From an optimization exercise on the open Yosys and OpenROAD flow, aimed at small area, a short achievable clock period and few clock cycles per item; shortcuts taken in it are not production practice.
Only simulation tests tie the RTL to the original design; equivalence was not proved.

File: design.v
`default_nettype none
package cbspl_pkg;
    localparam int SI_BITS = 7;
    localparam int N_TAPS = 4;
    localparam int N_AXES = 3;
    localparam int WGT_CYCLES = 3;
    localparam int MAC_STEPS = 12;
    localparam int DIV_CYCLES = 2;
    localparam logic OP_PUSH = 1'b0;
    localparam logic OP_EVAL = 1'b1;
    typedef enum logic [2:0] {
        S_IDLE,
        S_WGT,
        S_MAC,
        S_DIV,
        S_DONE
    } t_state;
    typedef struct packed {
        logic       push;
        logic       eval_accept;
        logic       acc_clear;
        logic       mac_en;
        logic [1:0] mac_tap;
        logic [1:0] mac_axis;
        logic       acc_en;
        logic       div_init;
        logic       div_step;
        logic       load_out;
    } t_cmd;
    typedef struct packed {
        logic full;
    } t_status;
endpackage
`default_nettype wire
`default_nettype none
module cbspl_ctrl
(
    input  wire     i_clk,
    input  wire     i_rst_n,
    input  wire     i_valid,
    input  wire     i_opcode,
    output logic    o_stall,
    output logic    o_valid,
    input  wire     i_stall,
    input  cbspl_pkg::t_status i_status,
    output cbspl_pkg::t_cmd o_cmd
);
    localparam int CTW = $clog2(cbspl_pkg::MAC_STEPS + 1);
    cbspl_pkg::t_state           r_state, n_state;
    logic [CTW-1:0]   r_cnt, n_cnt;
    logic             r_out_valid, n_out_valid;
    always_ff @(posedge i_clk) begin
        if (!i_rst_n) begin
            r_state     <= cbspl_pkg::S_IDLE;
            r_cnt       <= '0;
            r_out_valid <= 1'b0;
        end else begin
            r_state     <= n_state;
            r_cnt       <= n_cnt;
            r_out_valid <= n_out_valid;
        end
    end
    always_comb begin
        n_state     = r_state;
        n_cnt       = r_cnt;
        n_out_valid = r_out_valid;
        o_cmd       = '0;
        if (r_out_valid && !i_stall) begin
            n_out_valid = 1'b0;
        end
        case (r_state)
            cbspl_pkg::S_IDLE: begin
                if (i_valid) begin
                    if (i_opcode == cbspl_pkg::OP_PUSH) begin
                        o_cmd.push = 1'b1;
                    end else begin
                        o_cmd.eval_accept = 1'b1;
                        n_cnt             = '0;
                        n_state           = i_status.full ? cbspl_pkg::S_WGT : cbspl_pkg::S_DONE;
                    end
                end
            end
            cbspl_pkg::S_WGT: begin
                o_cmd.acc_clear = 1'b1;
                if (r_cnt == CTW'(cbspl_pkg::WGT_CYCLES - 1)) begin
                    n_cnt   = '0;
                    n_state = cbspl_pkg::S_MAC;
                end else begin
                    n_cnt = r_cnt + 1'b1;
                end
            end
            cbspl_pkg::S_MAC: begin
                if (r_cnt < CTW'(cbspl_pkg::MAC_STEPS)) begin
                    o_cmd.mac_en   = 1'b1;
                    o_cmd.mac_tap  = r_cnt[1:0];
                    o_cmd.mac_axis = r_cnt[3:2];
                end
                if (r_cnt != '0) begin
                    o_cmd.acc_en = 1'b1;
                end
                if (r_cnt == CTW'(cbspl_pkg::MAC_STEPS)) begin
                    n_cnt   = '0;
                    n_state = cbspl_pkg::S_DIV;
                end else begin
                    n_cnt = r_cnt + 1'b1;
                end
            end
            cbspl_pkg::S_DIV: begin
                if (r_cnt == '0) begin
                    o_cmd.div_init = 1'b1;
                end else begin
                    o_cmd.div_step = 1'b1;
                end
                if (r_cnt == CTW'(cbspl_pkg::DIV_CYCLES - 1)) begin
                    n_cnt   = '0;
                    n_state = cbspl_pkg::S_DONE;
                end else begin
                    n_cnt = r_cnt + 1'b1;
                end
            end
            cbspl_pkg::S_DONE: begin
                if (!r_out_valid || !i_stall) begin
                    o_cmd.load_out = 1'b1;
                    n_out_valid    = 1'b1;
                    n_state        = cbspl_pkg::S_IDLE;
                end
            end
            default: begin
                n_state = cbspl_pkg::S_IDLE;
            end
        endcase
    end
    assign o_stall = (r_state != cbspl_pkg::S_IDLE);
    assign o_valid = r_out_valid;
endmodule
`default_nettype wire
`default_nettype none
module cbspl_dpath
#(
    parameter int SAMPLES_PER_SEGMENT = 100,
    parameter int COORD_BITS          = 16
) (
    input  wire                         i_clk,
    input  wire                         i_rst_n,
    input  cbspl_pkg::t_cmd              i_cmd,
    output cbspl_pkg::t_status           o_status,
    input  wire signed [COORD_BITS-1:0] i_point_x,
    input  wire signed [COORD_BITS-1:0] i_point_y,
    input  wire signed [COORD_BITS-1:0] i_point_z,
    input  wire        [cbspl_pkg::SI_BITS-1:0] i_sample_index,
    output logic signed [COORD_BITS-1:0] o_curve_x,
    output logic signed [COORD_BITS-1:0] o_curve_y,
    output logic signed [COORD_BITS-1:0] o_curve_z,
    output logic                        o_not_ready
);
    localparam int CB = COORD_BITS;
    localparam longint unsigned DL   = SAMPLES_PER_SEGMENT - 1;
    localparam longint unsigned D3   = DL * DL * DL;
    localparam longint unsigned DEN  = 6 * D3;
    localparam longint unsigned HALF = DEN / 2;
    localparam longint unsigned D3X4 = 4 * D3;
    localparam int DB = $clog2(SAMPLES_PER_SEGMENT);
    localparam int WB = $clog2(DEN + 1);
    localparam int XB = WB + 2;
    localparam int AB = WB + CB;
    localparam int JW = (DB > cbspl_pkg::SI_BITS) ? DB : cbspl_pkg::SI_BITS;
    localparam int LB = WB - 1;
    localparam int HB = AB - LB;
    localparam int MB = CB + 2;
    localparam int PB = HB + MB;
    localparam logic [AB:0]   POW_AB = {1'b1, {AB{1'b0}}};
    localparam logic [MB-1:0] RECIP  = MB'(POW_AB / (AB+1)'(DEN));
    logic [CB-1:0]   r_win [cbspl_pkg::N_TAPS][cbspl_pkg::N_AXES];
    logic [2:0]      r_held;
    logic            r_nr;
    logic [DB-1:0]   r_jc, r_m;
    logic [2*DB-1:0] r_j2, r_m2;
    logic [3*DB-1:0] r_j3, r_m3, r_j2d;
    logic [WB-1:0]   r_w [cbspl_pkg::N_TAPS];
    logic [JW-1:0]   j_ext;
    logic [DB-1:0]   n_jc;
    logic [2*DB-1:0] n_j2, n_m2;
    logic [3*DB-1:0] n_j3, n_m3, n_j2d;
    logic [XB-1:0]   n_w1x;
    logic [CB-1:0]   u_sel;
    logic [AB-1:0]   n_prod, r_prod;
    logic [1:0]      r_prod_axis;
    logic [AB-1:0]   r_acc [cbspl_pkg::N_AXES];
    logic [PB-1:0]   div_prod [cbspl_pkg::N_AXES];
    logic [CB-1:0]   div_q    [cbspl_pkg::N_AXES];
    logic [CB-1:0]   r_qe     [cbspl_pkg::N_AXES];
    logic [WB+1:0]   r_rem    [cbspl_pkg::N_AXES];
    logic [CB-1:0]   r_curve [cbspl_pkg::N_AXES];
    logic [CB-1:0]   pt_in [cbspl_pkg::N_AXES];
    assign pt_in[0] = i_point_x;
    assign pt_in[1] = i_point_y;
    assign pt_in[2] = i_point_z;
    always_ff @(posedge i_clk) begin
        if (!i_rst_n) begin
            r_held <= '0;
        end else if (i_cmd.push && !r_held[2]) begin
            r_held <= r_held + 1'b1;
        end
    end
    assign o_status.full = r_held[2];
    always_ff @(posedge i_clk) begin
        if (i_cmd.push) begin
            for (int k = 0; k < cbspl_pkg::N_TAPS - 1; k++) begin
                for (int a = 0; a < cbspl_pkg::N_AXES; a++) begin
                    r_win[k][a] <= r_win[k+1][a];
                end
            end
            for (int a = 0; a < cbspl_pkg::N_AXES; a++) begin
                r_win[cbspl_pkg::N_TAPS-1][a] <= pt_in[a];
            end
        end
    end
    assign j_ext = JW'(i_sample_index);
    assign n_jc  = (j_ext > JW'(DL)) ? DB'(DL) : DB'(j_ext);
    assign n_j2  = r_jc * r_jc;
    assign n_m2  = r_m * r_m;
    assign n_j3  = r_j2 * r_jc;
    assign n_m3  = r_m2 * r_m;
    assign n_j2d = r_j2 * DB'(DL);
    assign n_w1x = (XB'(r_j3) << 1) + XB'(r_j3) + XB'(D3X4)
                 - (XB'(r_j2d) << 2) - (XB'(r_j2d) << 1);
    always_ff @(posedge i_clk) begin
        if (i_cmd.eval_accept) begin
            r_jc <= n_jc;
            r_m  <= DB'(DL) - n_jc;
            r_nr <= !r_held[2];
        end
        r_j2   <= n_j2;
        r_m2   <= n_m2;
        r_j3   <= n_j3;
        r_m3   <= n_m3;
        r_j2d  <= n_j2d;
        r_w[0] <= WB'(r_m3);
        r_w[1] <= WB'(n_w1x);
        r_w[3] <= WB'(r_j3);
        r_w[2] <= WB'(DEN) - r_w[0] - r_w[1] - r_w[3];
    end
    always_comb begin
        u_sel = '0;
        for (int a = 0; a < cbspl_pkg::N_AXES; a++) begin
            if (i_cmd.mac_axis == 2'(a)) begin
                u_sel = r_win[i_cmd.mac_tap][a] ^ {1'b1, {(CB-1){1'b0}}};
            end
        end
    end
    assign n_prod = AB'(r_w[i_cmd.mac_tap]) * AB'(u_sel);
    always_ff @(posedge i_clk) begin
        if (i_cmd.mac_en) begin
            r_prod      <= n_prod;
            r_prod_axis <= i_cmd.mac_axis;
        end
        for (int a = 0; a < cbspl_pkg::N_AXES; a++) begin
            if (i_cmd.acc_clear) begin
                r_acc[a] <= AB'(HALF);
            end else if (i_cmd.acc_en && r_prod_axis == 2'(a)) begin
                r_acc[a] <= r_acc[a] + r_prod;
            end
        end
    end
    always_comb begin
        for (int a = 0; a < cbspl_pkg::N_AXES; a++) begin
            div_prod[a] = PB'(r_acc[a][AB-1:LB]) * PB'(RECIP);
            if (r_rem[a] >= (WB+2)'(2 * DEN)) begin
                div_q[a] = r_qe[a] + CB'(2);
            end else if (r_rem[a] >= (WB+2)'(DEN)) begin
                div_q[a] = r_qe[a] + CB'(1);
            end else begin
                div_q[a] = r_qe[a];
            end
        end
    end
    always_ff @(posedge i_clk) begin
        for (int a = 0; a < cbspl_pkg::N_AXES; a++) begin
            if (i_cmd.div_init) begin
                r_qe[a] <= div_prod[a][HB+CB-1:HB];
            end
            if (i_cmd.div_step) begin
                r_rem[a] <= (WB+2)'(r_acc[a] - AB'(r_qe[a]) * AB'(DEN));
            end
        end
    end
    always_ff @(posedge i_clk) begin
        if (i_cmd.load_out) begin
            for (int a = 0; a < cbspl_pkg::N_AXES; a++) begin
                r_curve[a] <= r_nr ? '0 : (div_q[a] ^ {1'b1, {(CB-1){1'b0}}});
            end
            o_not_ready <= r_nr;
        end
    end
    assign o_curve_x = r_curve[0];
    assign o_curve_y = r_curve[1];
    assign o_curve_z = r_curve[2];
endmodule
`default_nettype wire
`default_nettype none
module cubic_bspline_point_eval
#(
    parameter int SAMPLES_PER_SEGMENT = 100,
    parameter int COORD_BITS          = 16
) (
    input  wire                          i_clk,
    input  wire                          i_rst_n,
    input  wire                          i_valid,
    output logic                         o_stall,
    input  wire                          i_opcode,
    input  wire signed [COORD_BITS-1:0]  i_point_x,
    input  wire signed [COORD_BITS-1:0]  i_point_y,
    input  wire signed [COORD_BITS-1:0]  i_point_z,
    input  wire        [cbspl_pkg::SI_BITS-1:0] i_sample_index,
    output logic                         o_valid,
    input  wire                          i_stall,
    output logic signed [COORD_BITS-1:0] o_curve_x,
    output logic signed [COORD_BITS-1:0] o_curve_y,
    output logic signed [COORD_BITS-1:0] o_curve_z,
    output logic                         o_not_ready
);
    cbspl_pkg::t_cmd    cmd;
    cbspl_pkg::t_status status;
    cbspl_ctrl u_ctrl (
        .i_clk    (i_clk),
        .i_rst_n  (i_rst_n),
        .i_valid  (i_valid),
        .i_opcode (i_opcode),
        .o_stall  (o_stall),
        .o_valid  (o_valid),
        .i_stall  (i_stall),
        .i_status (status),
        .o_cmd    (cmd)
    );
    cbspl_dpath #(
        .SAMPLES_PER_SEGMENT (SAMPLES_PER_SEGMENT),
        .COORD_BITS          (COORD_BITS)
    ) u_dpath (
        .i_clk          (i_clk),
        .i_rst_n        (i_rst_n),
        .i_cmd          (cmd),
        .o_status       (status),
        .i_point_x      (i_point_x),
        .i_point_y      (i_point_y),
        .i_point_z      (i_point_z),
        .i_sample_index (i_sample_index),
        .o_curve_x      (o_curve_x),
        .o_curve_y      (o_curve_y),
        .o_curve_z      (o_curve_z),
        .o_not_ready    (o_not_ready)
    );
endmodule
`default_nettype wire
File: run.sh
#!/bin/bash
# synth_recipe.tcl (not shown) runs the flow's synth.tcl, then flattens the netlist and writes it again
# the make line also repeats each setting of config.mk as NAME=value (left out here)
make -C /OpenROAD-flow-scripts/flow DESIGN_CONFIG=/design/flow/config.mk WORK_HOME=/design/flow/orfs CLKGATE_MAP_FILE= SYNTH_SCRIPT=/design/flow/synth_recipe.tcl finish
File: config.mk
export PLATFORM = sky130hd
export DESIGN_NAME = cubic_bspline_point_eval
export DESIGN_NICKNAME = cubic_bspline_point_eval
export VERILOG_FILES = /design/flow/design.v
export SDC_FILE = /design/flow/constraint.sdc
export NUM_CORES = 4
export LEC_CHECK = 0
export CAP_MARGIN = 20
export CORE_MARGIN = 2
export CORE_UTILIZATION = 40
export SLEW_MARGIN = 20
File: constraint.sdc
create_clock -name core_clock -period 9.5 [get_ports {i_clk}]
set_input_delay 1.9000 -clock core_clock [delete_from_list [all_inputs] [get_ports {i_clk}]]
set_output_delay 1.9000 -clock core_clock [all_outputs]
set_load 0.01 [all_outputs]
==> flow_metrics.env <==
export IMPL_fillCellCount=20000
export IMPL_hold_viol=0
export IMPL_relSlewSlack=0.299
export IMPL_hold_path_startpoint="u_dpath.r_m3[14]$_DFF_P_"
export IMPL_syn_area_sq_um=84500
export IMPL_die_y_microns=464
export IMPL_grt_util_met1=0.272
export IMPL_diodes=0
export IMPL_die_area_sq_um=215000
export IMPL_start_util=0.403
export IMPL_drt_initial_drc_count=3789
export IMPL_syn_inst=8630
export IMPL_worstMarginPinSlew_ns=1.05
export IMPL_core_sq_um=210000
export IMPL_grt_pass1_vias=63800
export IMPL_cts_hold_buf=0
export IMPL_drc=0
export IMPL_io_pins=111
export IMPL_finalClockSkew_ns=0.0524
export IMPL_synth_xor_area_frac=0.0471
export IMPL_clk_pin_slew_ns=0.06
export IMPL_grt_busiest_layer="met2"
export IMPL_slowest_stage="fa_1"
export IMPL_synth_simple_area_share=0.109
export IMPL_timing_final_crit_share=0.971
export IMPL_ff_latch_area_sq_um=18600
export IMPL_path_common_cell="fa_1"
export IMPL_final_antenna_net_count=0
export IMPL_vias_per_cell=5.25
export IMPL_finalSetupViolations=0
export IMPL_dr_pass1_iters=7
export IMPL_synth_compound_area_frac=0.113
export IMPL_cts_sinks=719
export IMPL_endpoint_kind="register"
export IMPL_min_path_cells=0
export IMPL_period_needed_ns=9.22
export IMPL_cts_tree="built"
export IMPL_synth_yosys_seq_area_share=0.220
export IMPL_yosysWarningCount=11
export IMPL_dp_hpwl_microns=174000
export IMPL_grt_pass1_wl_microns=351000
export IMPL_status="complete, no violations"
export IMPL_synth_seq_cells=719
export IMPL_max_freq_mhz=108
export IMPL_synthAdderAreaFrac=0.428
export IMPL_htree_levels=3
export IMPL_cap_violations=0
export IMPL_critPathLaunchType="register"
export IMPL_insertion_delay_ns=0.75
export IMPL_min_delay_path_class="reg2reg"
export IMPL_worstPathRequired_ns=10.08
export IMPL_port_buffer_count=110
export IMPL_grt_max_degree=180
export IMPL_crit_start="u_ctrl.r_state[0]$_SDFFE_PN0P_"
export IMPL_clock_path_buffers=3
export IMPL_num_nets_final=11100
export IMPL_synth_top_family_by_area="adder cells"
export IMPL_synth_area_mux_share=0.00622
export IMPL_critPathMaxStageDelay_ns=0.63
export IMPL_synth_edf_count=416
export IMPL_grt_use_total=0.204
export IMPL_syn_to_final_growth_pct=10.0
export IMPL_synth_ff_type="edfxtp_1"
export IMPL_routed_wl_microns=218000
export IMPL_antenna_found_initial=1
export IMPL_numCtsBuffers=88
export IMPL_ys_types=90
export IMPL_multiInputGateArea_sq_um=59900
export IMPL_cts_root_buffer="clkbuf_16"
export IMPL_reg2reg_depth=31
export IMPL_grtUsageMet3=0.0263
export IMPL_worst_setup_path_type="reg2reg"
export IMPL_slew_viol_final=0
export IMPL_worstPathMaxFanout=12
export IMPL_row_count=168
export IMPL_grt_use_met2=0.344
export IMPL_synthArstFlopShare=0
export IMPL_grt_overflow=0
export IMPL_cp_arrival_ns=9.80
export IMPL_vias=61100
export IMPL_drive_gt1_frac=0.0460
export IMPL_post_drt_wl_per_cell_microns=18.7
export IMPL_reg2reg_from="u_ctrl.r_state[0]$_SDFFE_PN0P_"
export IMPL_place_congestion=0.912
export IMPL_die_w_microns=464
export IMPL_final_core_util=0.443
export IMPL_synth_area_per_cell_sq_um=9.80
worst paths after layout:
check / endpoint / slack, ns
worst min register to register: u_dpath.r_w[0][14]$_DFF_P_ / 0.32
worst max register to register: u_dpath.r_prod[37]$_DFFE_PP_ / 0.28
worst min-delay path: u_dpath.r_w[0][14]$_DFF_P_ / 0.32
worst max-delay path: u_dpath.r_prod[37]$_DFFE_PP_ / 0.28
metal layers:
metal / share of wire / up-vias
met5: 0 / -
met4: 0.031 / 0
met3: 0.051 / 338
met2: 0.47 / 1498
met1: 0.44 / 30200
li1: - / 29100
through the flow:
stage	std cells	cell area [sq um]	setup TNS [ns]	setup WS, ns	hold slack (ns)
after floorplan	8636	84700	0	0.00701	0.310
after detailed placement	11500	89500	0	0.0643	0.313
after CTS	11600	92600	0	0.0210	0.328
after global routing	11600	93000	-0.109	-0.109	0.330
final	11600	93000	0	0.277	0.325
after global placement	11500	89500	0	0.286	0.314
synth_stat cells (14+ instances only):
cell	instances	area share
and3_1	40	0.0030
a211oi_1	57	0.0051
a221o_1	23	0.0027
fa_1	1032	0.24
buf_1	15	0.00067
nor3_1	103	0.0061
xnor2_1	322	0.033
nor2_1	484	0.021
a21o_1	124	0.011
o31ai_1	22	0.0020
nand2_1	700	0.031
nand2b_1	93	0.0069
a21boi_0	23	0.0020
inv_1	1511	0.067
mux2i_1	30	0.0036
dfxtp_1	303	0.072
a211o_1	14	0.0015
clkbuf_1	183	0.0081
a21oi_1	392	0.023
and2_1	155	0.011
o31a_1	16	0.0017
o211ai_1	49	0.0044
a31oi_1	49	0.0036
o21ai_0	263	0.016
or2_2	31	0.0023
o21bai_1	46	0.0041
xor2_1	130	0.013
nand3_1	132	0.0078
nand4_1	43	0.0032
a22oi_1	52	0.0046
o22ai_1	17	0.0013
a222oi_1	21	0.0025
nor2b_1	72	0.0053
or3_1	39	0.0029
ha_1	1244	0.18
o21a_1	83	0.0074
a221oi_1	55	0.0057
edfxtp_1	416	0.15
mux2_2	14	0.0019
sequential cells by signal, indices dropped and copies added (netlist names), 20 cells and up:
signal / cells
u_dpath.r_acc: 117
u_dpath.r_curve: 48
u_dpath.r_j2d: 20
u_dpath.r_j3: 21
u_dpath.r_m3: 21
u_dpath.r_prod: 39
u_dpath.r_qe: 48
u_dpath.r_rem: 72
u_dpath.r_w: 87
u_dpath.r_win: 192
logic make-up after synthesis:
| family | after synthesis |
|---|---|
| AOI/OAI and AO/OA | 1439 |
| xor gates and xnor gates | 453 |
| adders and majority gates | 2276 |
| buffers and inverters | 1719 |
| DFF | 719 |
| muxes | 50 |
| other | 2 |
| and+or+nand+nor | 1972 |
critical path: cells and delay by family, from the launching register on:
kind	cells	cell delay, ns
flip-flops	1	0.33
AND/OR/NAND/NOR	5	1.50
buffers and inverters	6	0.75
AO/OA/AOI/OAI	12	3.11
adder cells (fa/ha/maj)	8	3.35
cell usage in the layout (no fill, tap or decap), drive strengths merged, types with 83 or more instances in the layout:
cell and n:
inv 1515, ha 1244, fa 1032, nand2 700, nor2 484, edfxtp 416, a21oi 392, xnor2 322
dfxtp 303, o21ai 272, and2 155, buf 135, nand3 132, xor2 130, a21o 124, clkbuf 116
clkdlybuf4s50 110, nor3 104, nand2b 93, o21a 83
area by class of cell:
cell class | instances | share of cell area
multi-input cells | 6198 | 0.644
flip-flops and latches | 719 | 0.200
clock buffers | 115 | 0.0258
inverters | 1513 | 0.0612
clock inverters | 49 | 0.00741
well taps | 2805 | 0.0377
repair buffers | 246 | 0.0246
what timing repair did:
action,in CTS,in global routing
buffers inserted,0,19
endpoints found under the setup margin,0,10
resized for setup,0,43
Testbench counts, summed over its fixed seeds: cycles 70,131, evals 3,455.

-- re-timing with driven ports --
The flow's constraints put no driver on any port. The routed layout listed below was extracted and timed again, unchanged, in two steps.
Step 1 sets driving cells, clkbuf_16 on the clock port and buf_2 on the other inputs (assumed; they add their load-dependent delay and slew).
Step 2 times the ports against the registers' clock, not the clock port: input delays grow and output delays shrink by t, the midpoint of the rising clock arrivals with the driver on.
Three values: no drivers, after step 1, after step 2; two values: the first two.
shift t [ns]: 0.821
setup WS [ns]: 0.277 / 0.277 / 0.277
worst hold slack (ns): 0.325 / 0.325 / 0.325
clock arrival spread, ns: 0.065 / 0.065
pins driven straight from the clock port: 1
After both steps setup and hold are still met in this run. The setup slack of this run moves by 0.000 ns with the drivers and by 0.000 ns with both steps.
